What follows belongs to an exercise in optimizing a design on an open flow for small area and a short achievable clock period; a production flow would make more cautious choices.
RTL that was checked went through simulation tests only; none was proved equivalent to the original.
Power and IR drop assume default switching activity.

==> flow/design.v (excerpt) <==
module dcache_dm (
  input  logic        CLK,
  input  logic        nRST,
  input  logic        halt,
  input  logic        dmemREN,
  input  logic        dmemWEN,
  input  logic        datomic,
  input  logic [31:0] dmemaddr,
  input  logic [31:0] dmemstore,
  output logic        dhit,
  output logic [31:0] dmemload,
  output logic        dREN,
  output logic        dWEN,
  output logic [31:0] daddr,
  output logic [31:0] dstore,
  input  logic        dwait,
  input  logic [31:0] dload,
  output logic        flushed
);
For scale: roughly 2400 cells after synthesis, about 780 flip-flops, ~32000 sq um of cells after synthesis.
Settings: LEC_CHECK=0, ABC_AREA=1, CAP_MARGIN=20, CORE_MARGIN=2, CORE_UTILIZATION=65, CTS_CLUSTER_DIAMETER=80, CTS_CLUSTER_SIZE=30, SETUP_SLACK_MARGIN=2.0, SLEW_MARGIN=20; clock period 6.5 ns.
standard.sh (not shown) runs the stock make flow with config.mk's settings and CLKGATE_MAP_FILE= SYNTH_SCRIPT=/design/flow/synth_recipe.tcl, a recipe that flattens the netlist after the stock synthesis.
==> flow/flow/run.sh <==
#!/bin/bash
# Standard layout, with the ports buffered by buf_4 cells instead of the default buffer
# and no dummy loads in the clock tree.
set -e
export BUFFER_PORTS_ARGS="-buffer_cell sky130_fd_sc_hd__buf_4"
export CTS_ARGS="-sink_clustering_enable -repair_clock_nets -sink_clustering_size 30 -sink_clustering_max_diameter 80 -dont_use_dummy_load"
bash standard.sh > standard_flow.log 2>&1
The baseline went through all stages and came out clean.
Rerun with:
CORE_UTILIZATION = 55   (was 65)
=> The changed run completed without violations. Routed wire length went up by 6.5%. Hold slack improves by 0.0040 ns. Die area rose by 18%. Non-clock buffer count climbs by 35. Clock power increases by about 4%. Sequential share of layout area goes down by 1.3 points. Via count shrinks by 0.91%. Sequential power hardly moves. Count of clock-buffer cells in the layout came out higher by 1. Sequential cell count does not change. Synthesized cell count is unchanged.
Rerun with:
CORE_UTILIZATION = 60   (was 55)
SETUP_SLACK_MARGIN = 1.5   (was 2.0)
The new run produced a clean layout.
Count of clock-buffer cells in the layout is unchanged.
Register-to-register slack got worse by 0.21 ns.
Sequential power stays flat.
Worst setup slack loses 0.28 ns.
Hold slack degrades by 0.0072 ns.
Rerun with:
--- a/flow/flow/run.sh
+++ b/flow/flow/run.sh
@@ -6 +6 @@
-export CTS_ARGS="-sink_clustering_enable -repair_clock_nets -sink_clustering_size 30 -sink_clustering_max_diameter 80 -dont_use_dummy_load"
+export CTS_ARGS="-sink_clustering_enable -repair_clock_nets -sink_clustering_size 20 -sink_clustering_max_diameter 60 -buf_list sky130_fd_sc_hd__clkbuf_8 -dont_use_dummy_load"
CTS_BUF_LIST = sky130_fd_sc_hd__clkbuf_8   (was not set)
CTS_CLUSTER_DIAMETER = 60   (was 80)
CTS_CLUSTER_SIZE = 20   (was 30)
SETUP_SLACK_MARGIN = 1.8   (was 1.5)
Result:
- die area stays the same
- via count goes up by 2.6%
- worst hold slack stays flat
- setup slack gains 0.28 ns
Rerun with:
SETUP_SLACK_MARGIN = 1.85   (was 1.8)
Routed wire length rises by 1.4%.
Cell area rises by 1.5%.
Via count rises by 0.87%.
Core utilization rises by 1.1 points.
Final cell count rises by 0.92%.
Global-route usage rises by 0.10 points.
Setup slack degrades by 0.0060 ns.
Flip-flop and latch count does not change.
Rerun with:
--- a/flow/flow/run.sh
+++ b/flow/flow/run.sh
@@ -6 +6 @@
-export CTS_ARGS="-sink_clustering_enable -repair_clock_nets -sink_clustering_size 20 -sink_clustering_max_diameter 60 -buf_list sky130_fd_sc_hd__clkbuf_8 -dont_use_dummy_load"
+export CTS_ARGS="-sink_clustering_enable -repair_clock_nets -sink_clustering_size 30 -sink_clustering_max_diameter 80 -dont_use_dummy_load"
CTS_BUF_LIST = not set   (was sky130_fd_sc_hd__clkbuf_8)
CTS_CLUSTER_DIAMETER = 80   (was 60)
CTS_CLUSTER_SIZE = 30   (was 20)
GPL_ROUTABILITY_DRIVEN = 0   (was not set)
SETUP_SLACK_MARGIN = 1.8   (was 1.85)
Effect: Total power grows by 1.4%. Synthesized cell count stays the same. Flip-flop and latch count is unchanged. Clock power grows by 15%. Worst setup slack is better by 0.030 ns. Critical path depth grows by 4. Area after synthesis is unchanged. Wire length shrinks by 1.7%. Die area is unchanged. Register-to-register slack is worse by 0.08 ns. Final cell count shrinks by 1.1%.


run A:
Another version of the RTL of dcache_dm (not shown whole).
Size in the first run: ~2,400 cells after synthesis, roughly 790 flip-flops.
export LEC_CHECK = 0
export ABC_AREA = 1
export CAP_MARGIN = 5
export CORE_MARGIN = 2
export CORE_UTILIZATION = 60
export CTS_CLUSTER_DIAMETER = 80
export CTS_CLUSTER_SIZE = 30
export SETUP_SLACK_MARGIN = 2.0
export SLEW_MARGIN = 5
create_clock -name core_clock -period 6.5 [get_ports {CLK}]
==> flow/flow/run.sh <==
#!/bin/bash
# Standard layout, with the ports buffered by buf_4 cells instead of the default buffer
# and no dummy loads in the clock tree.
set -e
export BUFFER_PORTS_ARGS="-buffer_cell sky130_fd_sc_hd__buf_4"
export CTS_ARGS="-sink_clustering_enable -repair_clock_nets -sink_clustering_size 30 -sink_clustering_max_diameter 80 -dont_use_dummy_load"
bash standard.sh > standard_flow.log 2>&1
[inputs] run B vs run A
- changing SLEW_MARGIN from 5 to 20
- changing ABC_AREA from 1 to 0
- changing CAP_MARGIN from 5 to 20
## What came out
- [run B] clock-buffer cell count rose 2.9% relative to run A
- Run B completed every stage of the flow, and the final layout passed the timing, DRC and antenna checks.
- Re power per cell area: run A and run B aren't equal, and the higher value belongs to run B.
- | utilization | run B vs run A | 0.81 points lower |
- Clock latency of the later-clocked register in the worst-skew pair, run A and run B: higher on run B
- In the tables for run A and run B, average instance area after synthesis reads lower with run A.
#### Input delta (run C over run B)
- ABC_AREA now 1, was 0
==> summary.txt <==
The lower synthesized cell count of run C and run B is in run B.
In the final reports, the cell area of run C is larger than that of run B.
Average size of a mapped cell, run C vs run B: down by more than 10%
Synthesized-area fraction occupied by and/or/nand/nor cells, run C and run B: larger value in run C
Count of non-filler cells in the finished layout, run C vs run B: up by more than 10%
| area taken by flip-flops and latches | run C vs run B | ≈ equal |
First-pass detailed-route iteration total for run C: 3 down relative to run B
No functional check of the RTL was part of any run of this note.

-- separate check: timing with driven ports --
No port has a modelled driver above. Below, the same layouts with a new extraction and two added sets of constraints. Step 1 sets driving cells, clkbuf_16 on the clock port and buf_2 on the other inputs (assumed; they add their load-dependent delay and slew). Step 2 moves the port delays by t, midway between the first and last clock arrival at a register: inputs arrive t later, outputs are due t later. That takes back most of the time a late clock gives input paths. Three values: ideal ports, drivers, drivers and shift; two values: the first two.
run | shift t [ns] | setup WS [ns] | cell pins on the clock port's net
the first run of note 1 | 0.624 | 1.848 / 1.768 / 1.415 | 1
the second run of note 1 | 0.647 | 1.820 / 1.761 / 1.426 | 1
the third run of note 1 | 0.640 | 1.544 / 1.522 / 1.168 | 1
the fourth run of note 1 | 0.734 | 1.827 / 1.802 / 1.243 | 1
the fifth run of note 1 | 0.732 | 1.821 / 1.759 / 1.335 | 1
the sixth run of note 1 | 0.643 | 1.851 / 1.815 / 1.319 | 1
run A | 0.628 | 1.846 / 1.757 / 1.448 | 1
run B | 0.625 | 1.558 / 1.368 / 1.368 | 1
run C | 0.628 | 1.846 / 1.757 / 1.448 | 1
After both steps every run listed still meets setup and hold. For the fourth run of note 1, which loses most, drivers alone change the setup slack by -0.025 ns; drivers and shift together by -0.584 ns.
